From an optimization exercise on the open Yosys and OpenROAD flow, aimed at small area; shortcuts taken in it are not production practice. Function was checked by simulation only, so behaviour that the tests miss may differ from the original. No activity file was given, so power comes from the tool's default toggle rates.

File: design/flow/flow/run.sh
#!/bin/bash
# Layout flow: the standard synthesis and ORFS steps, with a leaner clock
# tree (no dummy loads) and smaller port buffers. Each step's output goes to a
# log file of its own in the work folder.
set -euo pipefail

# Standard synthesis, unchanged.
bash standard.sh synth > flow_synth.log 2>&1

# Port buffers: one per port as usual, but the smallest buffer cell.
export BUFFER_PORTS_ARGS="-buffer_cell sky130_fd_sc_hd__buf_1"
# Clock tree: ORFS's default call, without dummy loads.
export CTS_ARGS="-sink_clustering_enable -repair_clock_nets -dont_use_dummy_load -sink_clustering_size 25 -sink_clustering_max_diameter 100"

bash standard.sh floorplan > flow_floorplan.log 2>&1
bash standard.sh place > flow_place.log 2>&1
bash standard.sh cts > flow_cts.log 2>&1
bash standard.sh finish > flow_finish.log 2>&1
File: design/flow/standard.sh
#!/bin/bash
# synth_recipe.tcl (not shown) runs the flow's synth.tcl, then flattens the netlist and writes it again
# the make line also repeats each setting of config.mk as NAME=value (left out here)
make -C /OpenROAD-flow-scripts/flow DESIGN_CONFIG=/design/flow/config.mk WORK_HOME=/design/flow/orfs CLKGATE_MAP_FILE= SYNTH_SCRIPT=/design/flow/synth_recipe.tcl "${@:-finish}"
File: design/flow/config.mk
export PLATFORM = sky130hd
export DESIGN_NAME = gshare_btb_predictor
export DESIGN_NICKNAME = gshare_btb_predictor
export VERILOG_FILES = /design/flow/design.v
export SDC_FILE = /design/flow/constraint.sdc
export NUM_CORES = 4
export LEC_CHECK = 0
export CAP_MARGIN = 20
export CORE_MARGIN = 2
export CORE_UTILIZATION = 60
export SETUP_SLACK_MARGIN = 0.3
export SLEW_MARGIN = 20
export SYNTH_HIERARCHICAL = 1
File: design/flow/constraint.sdc
create_clock -name core_clock -period 8.0 [get_ports {clk}]
set_input_delay 1.6000 -clock core_clock [delete_from_list [all_inputs] [get_ports {clk}]]
set_output_delay 1.6000 -clock core_clock [all_outputs]
set_load 0.01 [all_outputs]
File: design/flow/design.v
module gshare_btb_predictor #(
   parameter int HIST_LEN     = 5,
   parameter int BTB_IDX_BITS = 5
) (
   input  logic                clk,
   input  logic                reset,
   input  logic [31:0]         fetch_pc,
   input  logic                fetch_advance,
   output logic                pred_taken,
   output logic [31:0]         pred_next_pc,
   output logic [HIST_LEN-1:0] pred_hist,
   input  logic                upd_valid,
   input  logic [31:0]         upd_pc,
   input  logic                upd_is_branch,
   input  logic                upd_is_jump,
   input  logic                upd_taken,
   input  logic [31:0]         upd_target,
   input  logic [HIST_LEN-1:0] upd_hist,
   input  logic                upd_mispredict,
   output logic [31:0]         mispredict_cnt
);
   localparam int N  = 32;
   localparam int DW = 58;             
   localparam int RW = DW + 2;         
   logic                 ph;           
   logic [N-1:0][DW-1:0] bx;           
   logic [N-1:0]         bv;           
   logic [N-1:0][1:0]    px;           
   logic [4:0]           ghr;
   logic [4:0]   f_pidx, u_pidx;
   logic [N-1:0] f_sel, fp_sel, u_sel, up_sel;
   assign f_pidx = fetch_pc[6:2] ^ ghr;
   assign u_pidx = upd_pc[6:2] ^ upd_hist;
   for (genvar i = 0; i < N; i++) begin : g_dec
      assign f_sel[i]  = (fetch_pc[6:2] == i);
      assign fp_sel[i] = (f_pidx == i);
      assign u_sel[i]  = (upd_pc[6:2] == i);
      assign up_sel[i] = (u_pidx == i);
   end
   logic [N-1:0][RW-1:0] f_col, f_sl;
   for (genvar i = 0; i < N; i++) begin : g_col
      assign f_col[i] = {px[i][1], bv[i], bx[i]};
      assign f_sl[i]  = {fp_sel[i], {(DW+1){f_sel[i]}}};
   end
   logic [10:0][RW-1:0] f_grp;
   for (genvar g = 0; g < 10; g++) begin : g_rd
      for (genvar j = 0; j < RW; j++) begin : g_bit
         gbp_aoi222 u_aoi (
            .a0(f_col[3*g][j]),   .s0(f_sl[3*g][j]),
            .a1(f_col[3*g+1][j]), .s1(f_sl[3*g+1][j]),
            .a2(f_col[3*g+2][j]), .s2(f_sl[3*g+2][j]),
            .y (f_grp[g][j]));
      end
   end
   assign f_grp[10] = ~((f_col[30] & f_sl[30]) | (f_col[31] & f_sl[31]));
   logic [RW-1:0] f_rall;
   assign f_rall = ~(f_grp[0] & f_grp[1] & f_grp[2] & f_grp[3] & f_grp[4] & f_grp[5] &
                     f_grp[6] & f_grp[7] & f_grp[8] & f_grp[9] & f_grp[10]);
   logic [DW-1:0] f_rx, f_rd;
   logic          f_v, f_pb;
   assign f_rx = f_rall[DW-1:0];
   assign f_v  = f_rall[DW];
   assign f_pb = f_rall[DW+1] ^ ph;
   assign f_rd = f_rx ^ {DW{ph}};
   logic        f_hit, f_jump;
   logic [31:0] f_tgt;
   assign f_jump = f_rd[57];
   assign f_tgt  = f_rd[56:25];
   assign f_hit  = f_v && (f_rx[24:0] == (fetch_pc[31:7] ^ {25{ph}}));
   assign pred_taken = f_hit && (f_jump || f_pb);
   logic [31:2] pc_c;
   assign pc_c[2] = 1'b1;
   for (genvar i = 3; i < 32; i++) begin : g_inc
      assign pc_c[i] = &fetch_pc[i-1:2];
   end
   assign pred_next_pc = pred_taken ? f_tgt : {fetch_pc[31:2] ^ pc_c[31:2], fetch_pc[1:0]};
   assign pred_hist    = ghr;
   logic          u_btb_wr, u_pht_wr;
   logic [DW-1:0] b_wd;
   assign u_btb_wr = upd_valid && (upd_is_jump || (upd_is_branch && upd_taken));
   assign u_pht_wr = upd_valid && upd_is_branch;
   assign b_wd     = u_btb_wr ? ({upd_is_jump, upd_target, upd_pc[31:7]} ^ {DW{ph}})
                              : {DW{1'b1}};
   logic [N-1:0][DW-1:0] bx_n;
   logic [N-1:0]         bv_n;
   for (genvar i = 0; i < N; i++) begin : g_btb
      logic a, b;
      assign a = u_btb_wr & u_sel[i];
      assign b = ~u_sel[i];
      for (genvar j = 0; j < DW; j++) begin : g_bit
         gbp_o22ai u_c (.x(bx[i][j]), .a(a), .b(b), .d(b_wd[j]), .y(bx_n[i][j]));
      end
      assign bv_n[i] = ~reset & (bv[i] | a);
   end
   logic [N-1:0][1:0] u_term;
   for (genvar i = 0; i < N; i++) begin : g_pterm
      assign u_term[i] = px[i] & {2{up_sel[i]}};
   end
   logic [1:0] u_cx, u_c, u_n, p_wd;
   always_comb begin
      u_cx = '0;
      for (int i = 0; i < N; i++) u_cx = u_cx | u_term[i];
   end
   assign u_c = u_cx ^ {2{ph}};
   always_comb begin
      u_n = u_c;
      if (upd_taken && u_c != 2'b11) u_n = u_c + 2'b01;
      else if (!upd_taken && u_c != 2'b00) u_n = u_c - 2'b01;
   end
   assign p_wd = reset    ? 2'b10 :
                 u_pht_wr ? (u_n ^ {2{ph}}) : 2'b11;
   logic [N-1:0][1:0] px_n;
   for (genvar i = 0; i < N; i++) begin : g_pht
      logic a, b;
      assign a = reset | (u_pht_wr & up_sel[i]);
      assign b = ~reset & ~up_sel[i];
      for (genvar j = 0; j < 2; j++) begin : g_bit
         gbp_o22ai u_c (.x(px[i][j]), .a(a), .b(b), .d(p_wd[j]), .y(px_n[i][j]));
      end
   end
   always_ff @(posedge clk) begin
      ph <= ~reset & ~ph;
      bx <= bx_n;
      bv <= bv_n;
      px <= px_n;
   end
   logic [4:0] ghr_next;
   always_comb begin
      ghr_next = ghr;
      if (upd_valid && upd_mispredict && upd_is_branch)
         ghr_next = {upd_hist[3:0], upd_taken};
      else if (upd_valid && upd_mispredict && upd_is_jump)
         ghr_next = upd_hist;
      else if (fetch_advance && f_hit && !f_jump)
         ghr_next = {ghr[3:0], pred_taken};
   end
   always_ff @(posedge clk) begin
      if (reset) ghr <= '0;
      else       ghr <= ghr_next;
   end
   logic        c_inc;
   logic [32:0] c_c;
   assign c_c[0] = 1'b1;
   for (genvar i = 1; i < 33; i++) begin : g_cnt
      assign c_c[i] = c_c[i-1] & mispredict_cnt[i-1];
   end
   assign c_inc = upd_valid && upd_mispredict && !c_c[32];
   always_ff @(posedge clk) begin
      if (reset) mispredict_cnt <= '0;
      else       mispredict_cnt <= mispredict_cnt ^ (c_c[31:0] & {32{c_inc}});
   end
   logic unused_ok;
   assign unused_ok = &{1'b0, fetch_pc[1:0], upd_pc[1:0]};
endmodule
module gbp_aoi222 (
   input  logic a0, s0, a1, s1, a2, s2,
   output logic y
);
   assign y = ~((a0 & s0) | (a1 & s1) | (a2 & s2));
endmodule
module gbp_o22ai (
   input  logic x, a, b, d,
   output logic y
);
   assign y = ~((x | a) & (b | d));
endmodule
==> results of run 1 <==
==> layout by cell type (no fill, tap or decap), types with 11 or more instances in the layout <==
cell       count
nand3_1       83
nand2_1      220
a222oi_1     600
buf_1        161
xor2_1        36
a21oi_1       65
nand2_2       19
nor2_1       140
buf_6         21
nor3_1        21
o21ai_0       27
inv_1         13
o22ai_1     1922
a2111oi_1     13
a2111oi_0     29
nand4_1      132
a22oi_1       11
buf_12        34
buf_4        304
nand2_4       15
nor2_4        55
clkbuf_16     94
dfxtp_1     1989
xnor2_1      142
mux2i_1       14
o21a_1        26
==> final cells by class <==
cell class,instances,area [µm²]
repair buffers,546,4170
multi-input cells,3772,26500
well taps,1414,1770
diodes,7,17.5
clock buffers,89,2230
fillers,8498,34300
inverters,18,67.6
flip-flops and latches,1990,39800
==> flip-flops by register name (all words and copies together) (netlist names) <==
signal and flops:
bv 32, ph 1, bx 1856, px 64, mispredict_cnt 32, ghr 5
==> metal layers <==
metal / track usage / vias up
li1: - / 26100
met1: 0.629 / 30900
met2: 0.659 / 5474
met3: 0.198 / 1157
met4: 0.259 / 20
met5: 0.0161 / -
==> repair_timing <==
item / CTS / global route
endpoints found under the setup margin: 33 / 33
pin swaps: 9 / 27
setup buffers: 13 / 51
gates cloned: 1 / 5
gates resized for setup: 19 / 88
==> power by group through the flow <==
stage                     registers (mW)  clock network [mW]  logic (mW)
after floorplan                     13.1                   0        1.92
after global placement              13.3                   0        2.65
after detailed placement            13.4                   0        2.77
after CTS                           13.1                5.04        2.78
after global routing                13.4                5.38        3.10
final                               13.2                5.07        2.93
==> synthesized netlist by cell type, types with 7 or more instances <==
cell type  instances
dfxtp_1         1990
o22ai_1         1923
a222oi_1         600
nand2_1          254
nor2_1           193
xnor2_1          143
nand4_1          132
nand3_1           91
a21oi_1           66
clkbuf_1          59
a2111oi_0         44
xor2_1            36
nor3_1            31
o21ai_0           28
o21a_1            26
or3_1             19
inv_1             16
mux2i_1           14
ha_1              12
a22oi_1           11
o21ai_1           11
and3_1            10
and4_1             9
nor2b_1            8
a31oi_1            7
buf_1              7
buf_2              7
nand2b_1           7
==> final timing paths <==
check,from,to,slack [ns],cells past startpoint
worst max-delay path,fetch_pc[4],pred_next_pc[8],0.19,20
worst min-delay path,bx[1758],bx[1758],0.44,1
worst max register to register,ph,ghr[3],3.60,9
worst min register to register,bx[1758],bx[1758],0.44,1
==> modules after synthesis, one instance, submodules excluded <==
module / flops+latches / times used / cells inside
gbp_aoi222: 0 / 600 / 1
gbp_o22ai: 0 / 1920 / 1
gshare_btb_predictor: 1990 / 1 / 3343
==> cells by family (layout without fill, tap and decap cells) <==
logic type	after synthesis	after routing
DFF	1990	1990
adders and majority gates	12	12
AOI/OAI and AO/OA	2766	2766
muxes	21	21
buffers and inverters	102	653
other	0	7
xor gates and xnor gates	180	180
and+or+nand+nor	792	793
==> impl_metrics.ini, run 1 <==
[run_status]
status = finished clean

[grt]
antenna_found_initial = 15
grt_overflow_total = 0
grt_max_degree = 82
grt_pass1_wl_mm = 398
groute.usage.overall = 0.477
grt_pass1_vias = 58700

[setup_path]
crit_chain = clkbuf_4, buf_6, or2_4, nor2_4, buf_4, buf_4, a222oi_1, nand4_1, a2111oi_0, buf_4, xnor2_1, and4_1, nand3_1, nor4_4, buf_12, buf_12, buf_4, nand2_1, o21ai_0, buf_2
crit_required_ns = 6.40
path_max_fanout = 9
crit_buf_inv = 9
critPathKind = input pin to primary output
arrival_ns = 6.21
cpPeakStageDelay_ns = 0.57
cp-start-kind = input pin
cp-end-kind = primary output
crit_family = simple AND/OR/NAND/NOR gates
slowest_stage = xnor2_1
crit_top_cell = buf_4

[placement]
io_buffers = 176
place_ws_ns = -0.401
place_area_um2 = 71200
post-dp-hpwl_mm = 160
gp_congestion = 0.969
placed_cells = 7665

[power]
combPwrFrac = 0.138
vdd_drop_max_mv = 0.197
power_leakage_nw = 26.2
power_density_nw_per_um2 = 284
power.internal_mw = 15.4
power_frac_seq = 0.622
power.switching_mw = 5.79
clkPwrFrac = 0.239
switching_share = 0.273
fin_total_pwr_mw = 21.2

[routing]
wl_per_cell_um = 35.9
drtAntennaViolNets = 0
drc_errors = 0
met1_length_mm = 102
top_layer = met5
dr_wl_met3_mm = 48.5
drt_iter0_drc = 12400
route.met2.wl_mm = 111
drt-pass1-iter-count = 13
routed_wl_mm = 281
via_count = 63700
via_per_inst = 8.13

[timing]
holdWs_ns = 0.444
fmax_ghz = 0.128
slew_viol_final = 0
max_slew_margin = 0.105
fin_skew_ns = 0.0758
setup_ws_ns = 0.190
hold_viol = 0
fin_crit_sh = 0.976
rsz0062_at_grt = no
setup_tns_ns = 0
period_needed_ns = 7.81
worst_slew_pin_slew_ns = 1.33
setup_viol = 0

[cts]
clockRootBuffer = clkbuf_16
clock_sinks = 1990
holdBufCountCts = 0
clk_path_buf_depth = 3
cts_tree = yes
path_clk_slew_ns = 0.10
clk_latency_ns = 0.75
numCtsBuffers = 89
ctsHtreeMaxLevel = 3

[synth]
synth_top_area_share = 0.605
synth_compound_area_frac = 0.300
synth_area_um2 = 65800
synthXorXnorAreaFrac = 0.0241
syn_inst = 5863
netlist_top_cells_area = dfxtp_1 (61%), o22ai_1 (18%), a222oi_1 (9.1%)
async_flop_share = 0
syn_nets = 5984
synth_top_area_cell = dfxtp_1
yosysSeqAreaShare = 0.605
synth_mux_area_frac = 0.00333
synthSimpleGateAreaFrac = 0.0581
synthFlopType = dfxtp_1
ys_types = 75
synth_top_family_by_area = compound AO/OA/AOI/OAI gates
ys.warnings.count = 7
avgSynthCellArea_um2 = 11.2
synth_edf_count = 0
synth-adder-area-share = 0.00228
ys_seq_elements = 1990

[floorplan]
start_util = 0.604
die_y_um = 335
dieArea_um2 = 112000
die_x_um = 335
io-pin-count = 179
coreArea_um2 = 109000
num_rows = 121

[layout]
drive_gt1_frac = 0.0995
layout.cells.non_filler = 7836
syn_to_final_growth_pct = 13.3
post-route-util = 0.685
finalNetCount = 6538
final_area_um2 = 74600

[job]
cap_violations = 0

[worst_hold_path]
holdCritPathClass = flip-flop to flip-flop
==> run 2: changes to the inputs <==
--- a/design/flow/design.v
+++ b/design/flow/design.v
@@ -78,7 +78,12 @@
    logic          u_btb_wr, u_pht_wr;
-   logic [DW-1:0] b_wd;
+   logic [DW-1:0] b_wv, b_wd;
+   assign b_wv     = {upd_is_jump, upd_target, upd_pc[31:7]};
    assign u_btb_wr = upd_valid && (upd_is_jump || (upd_is_branch && upd_taken));
    assign u_pht_wr = upd_valid && upd_is_branch;
-   assign b_wd     = u_btb_wr ? ({upd_is_jump, upd_target, upd_pc[31:7]} ^ {DW{ph}})
-                              : {DW{1'b1}};
+   logic w_p1, w_p0;
+   assign w_p1 = u_btb_wr & ph;
+   assign w_p0 = u_btb_wr & ~ph;
+   for (genvar j = 0; j < DW; j++) begin : g_wd
+      gbp_mux2i u_wd (.s(b_wv[j]), .a0(w_p0), .a1(w_p1), .y(b_wd[j]));
+   end
    logic [N-1:0][DW-1:0] bx_n;
@@ -166 +171,7 @@
 endmodule
+module gbp_mux2i (
+   input  logic s, a0, a1,
+   output logic y
+);
+   assign y = ~(s ? a1 : a0);
+endmodule
==> run 2 against run 1 <==
Against the previous run: non-clock buffer count down 37; worst setup slack better by 0.12 ns; register-to-register slack better by 0.39 ns; sequential share of layout area down 0.43 points; die area up 0.11%; synthesized area up 0.11%; combinational power up 6%; critical endpoint is now pred_next_pc[9]; largest cell class unchanged; largest power group unchanged.
==> impl_metrics.ini, run 2 <==
[timing]
slew_viol_final = 0
setup_viol = 0
fin_skew_ns = 0.0836
hold_viol = 0
rsz0062_at_grt = yes
fin_crit_sh = 0.961
holdWs_ns = 0.443
setup_ws_ns = 0.312
fmax_ghz = 0.130
period_needed_ns = 7.69
worst_slew_pin_slew_ns = 1.28
max_slew_margin = 0.143

[cts]
holdBufCountCts = 0
clk_latency_ns = 0.75
ctsHtreeMaxLevel = 3
clockRootBuffer = clkbuf_16
path_clk_slew_ns = 0.09
clock_sinks = 1990
numCtsBuffers = 90
clk_path_buf_depth = 3
cts_tree = yes

[routing]
drtAntennaViolNets = 0
routed_wl_mm = 271
wl_per_cell_um = 34.9
drc_errors = 0
drt_iter0_drc = 11400
via_per_inst = 8.10
drt-pass1-iter-count = 11
via_count = 62900

[setup_path]
cp-start-kind = input pin
critPathKind = input pin to primary output
arrival_ns = 6.09
cp-end-kind = primary output
r2r_cells = 10
path_max_fanout = 17
crit_required_ns = 6.40

[synth]
yosys.cell_count.top_type = dfxtp_1
yosysSeqAreaShare = 0.605
synth_top_area_cell = dfxtp_1
syn_nets = 5945
yosys-top-cells-count = dfxtp_1 (1990), o22ai_1 (1922), a222oi_1 (601)
ys_seq_elements = 1990
synth_area_um2 = 65900
synthFlopType = dfxtp_1
synth_edf_count = 0
avgSynthCellArea_um2 = 11.3
ys.warnings.count = 7
syn_inst = 5824
ys_types = 67
async_flop_share = 0
synth_top_area_share = 0.605
netlist_top_cells_area = dfxtp_1 (60%), o22ai_1 (18%), a222oi_1 (9.1%)

[layout]
drive_gt1_frac = 0.103
final_area_um2 = 75200
largest_reg_flops = 1856
syn_to_final_growth_pct = 14.1
largest_register = bx
layout_commonest_cell = dfxtp_1
layout_common_cells = dfxtp_1 (1989), o22ai_1 (1922), a222oi_1 (601)
filler_cell_count = 8429
reg.largest.list = bx x1856, px x64
post-route-util = 0.690
finalNetCount = 6475

[floorplan]
die_x_um = 335
num_rows = 121
die_y_um = 335
coreArea_um2 = 109000
start_util = 0.605
io-pin-count = 179
dieArea_um2 = 112000

[placement]
place_area_um2 = 71900
io_buffers = 176
post-dp-hpwl_mm = 157
gp_congestion = 1.00
place_ws_ns = -0.243

[worst_hold_path]
holdCritPathClass = flip-flop to flip-flop
holdPathStages = 1

[grt]
antenna_found_initial = 6
grt_pass1_wl_mm = 392
grt_max_degree = 97
groute.usage.overall = 0.465
grt_pass1_vias = 58900
grt_overflow_total = 0

[power]
power_leakage_nw = 26.7
fin_total_pwr_mw = 21.4
vdd_drop_max_mv = 0.254
power_density_nw_per_um2 = 284

[run_status]
status = finished clean

[job]
cap_violations = 0
==> run 2: changes by cell type in the layout (fill, tap and decap cells not counted), moves of 22 or more <==
cell     delta
nand2_1    -85
mux2i_4    +58
xnor2_1    -55
nor2_1     +44
o21a_1     -25
buf_4      -22
mux2i_1    +22
==> run 2: Yosys stat by module, one instance, submodules excluded <==
module,cell area [µm²],times used,cells
gshare_btb_predictor,47300,1,3246
gbp_aoi222,10.0,600,1
gbp_o22ai,6.26,1920,1
gbp_mux2i,10.0,58,1
==> run 2: layout make-up <==
| cell class | count | area (µm²) | share of cell area |
|---|---|---|---|
| Tap cell | 1414 | 1770 | 0.0235 |
| Inverter | 23 | 86.3 | 0.00115 |
| Multi-Input combinational cell | 3740 | 27300 | 0.363 |
| Sequential cell | 1990 | 39800 | 0.530 |
| Timing Repair Buffer | 509 | 3890 | 0.0517 |
| Antenna cell | 4 | 10.0 | 0.000133 |
| Clock buffer | 90 | 2250 | 0.0300 |
==> run 2: path summary, 6_finish.rpt <==
kind / slack, ns / start / end
max: 0.31 / fetch_pc[2] / pred_next_pc[9]
min: 0.44 / bx[1771] / bx[1771]
max reg2reg: 3.99 / bx[180] / ghr[3]
min reg2reg: 0.44 / bx[1771] / bx[1771]
==> run 2: kinds of logic after synthesis <==
| family | count (synthesis) | synth area share |
|---|---|---|
| compound gates | 2729 | 0.298 |
| xor+xnor | 130 | 0.0181 |
| simple gates | 767 | 0.0556 |
| mux | 101 | 0.0158 |
| buf+inv | 95 | 0.00591 |
| fa+ha+maj | 12 | 0.00228 |
| flops | 1990 | 0.605 |
==> run 2: layer usage <==
layer	vias to the layer above	wire length, µm	GRT usage
li1	26100	-	-
met1	30700	99300	0.599
met2	5083	112000	0.668
met3	1093	41700	0.169
met4	12	18700	0.276
met5	-	99	0
==> run 2: worst max-delay path, cell delays in order <==
cell and delay, ns:
buf_6 0.13, inv_1 0.07, ha_2 0.20, nand2_2 0.07, buf_6 0.11, buf_4 0.11, nor2_4 0.10, buf_4 0.22
buf_4 0.24, a222oi_1 0.34, nand4_1 0.45, a2111oi_0 0.51, nand2_1 0.33, and2_1 0.27, mux2i_1 0.34, nand2_4 0.22
bufbuf_16 0.37, mux2i_1 0.19, clkbuf_2 0.16
==> run 2: timing repair <==
item / 4_1_cts / 5_1_grt
buffers inserted: 14 / 15
pin swaps: 19 / 32
setup endpoints to repair: 33 / 32
resized for setup: 41 / 38
gates cloned: 3 / 0
==> run 2: power breakdown <==
part | total (mW) | switching (mW) | internal, mW
Sequential | 13.2 | 1.14 | 12.0
Combinational | 3.10 | 1.68 | 1.42
Clock | 5.08 | 3.07 | 2.02
==> run 2: per-stage QoR <==
step / cells / TNS [ns]
after floorplan: 5824 / 0
after global placement: 7622 / -0.670
after detailed placement: 7628 / -3.92
after CTS: 7735 / 0
after global routing: 7766 / 0
final: 7770 / 0

## re-timing with driven ports
The flow's constraints put no driver on any port. The routed layouts listed below were extracted and timed again, unchanged, in two steps.
Step 1 (the two cells are an assumption about what drives the block):
set clk [get_ports {clk}]
set_driving_cell -lib_cell sky130_fd_sc_hd__clkbuf_16 $clk
set_driving_cell -lib_cell sky130_fd_sc_hd__buf_2 [delete_from_list [all_inputs] $clk]
Step 2 adds t to the input delays and takes it off the output delays; t is the mean of the earliest and latest rising clock arrival at the registers after step 1. Input paths then give back, and output paths get back, about the clock's delay inside the block.
Slacks: ideal ports / drivers / drivers and shift; pairs: ideal ports / drivers.
| run | shift t [ns] | setup slack, ns | clock arrival spread, ns |
|---|---|---|---|
| run 1 | 0.784 | 0.190 / 0.161 / 0.161 | 0.082 / 0.082 |
| run 2 | 0.794 | 0.312 / 0.259 / 0.259 | 0.084 / 0.084 |
After both steps setup and hold are still met in every run listed. The setup slack of run 2, which loses most, moves by -0.053 ns with the drivers and by -0.053 ns with both steps.
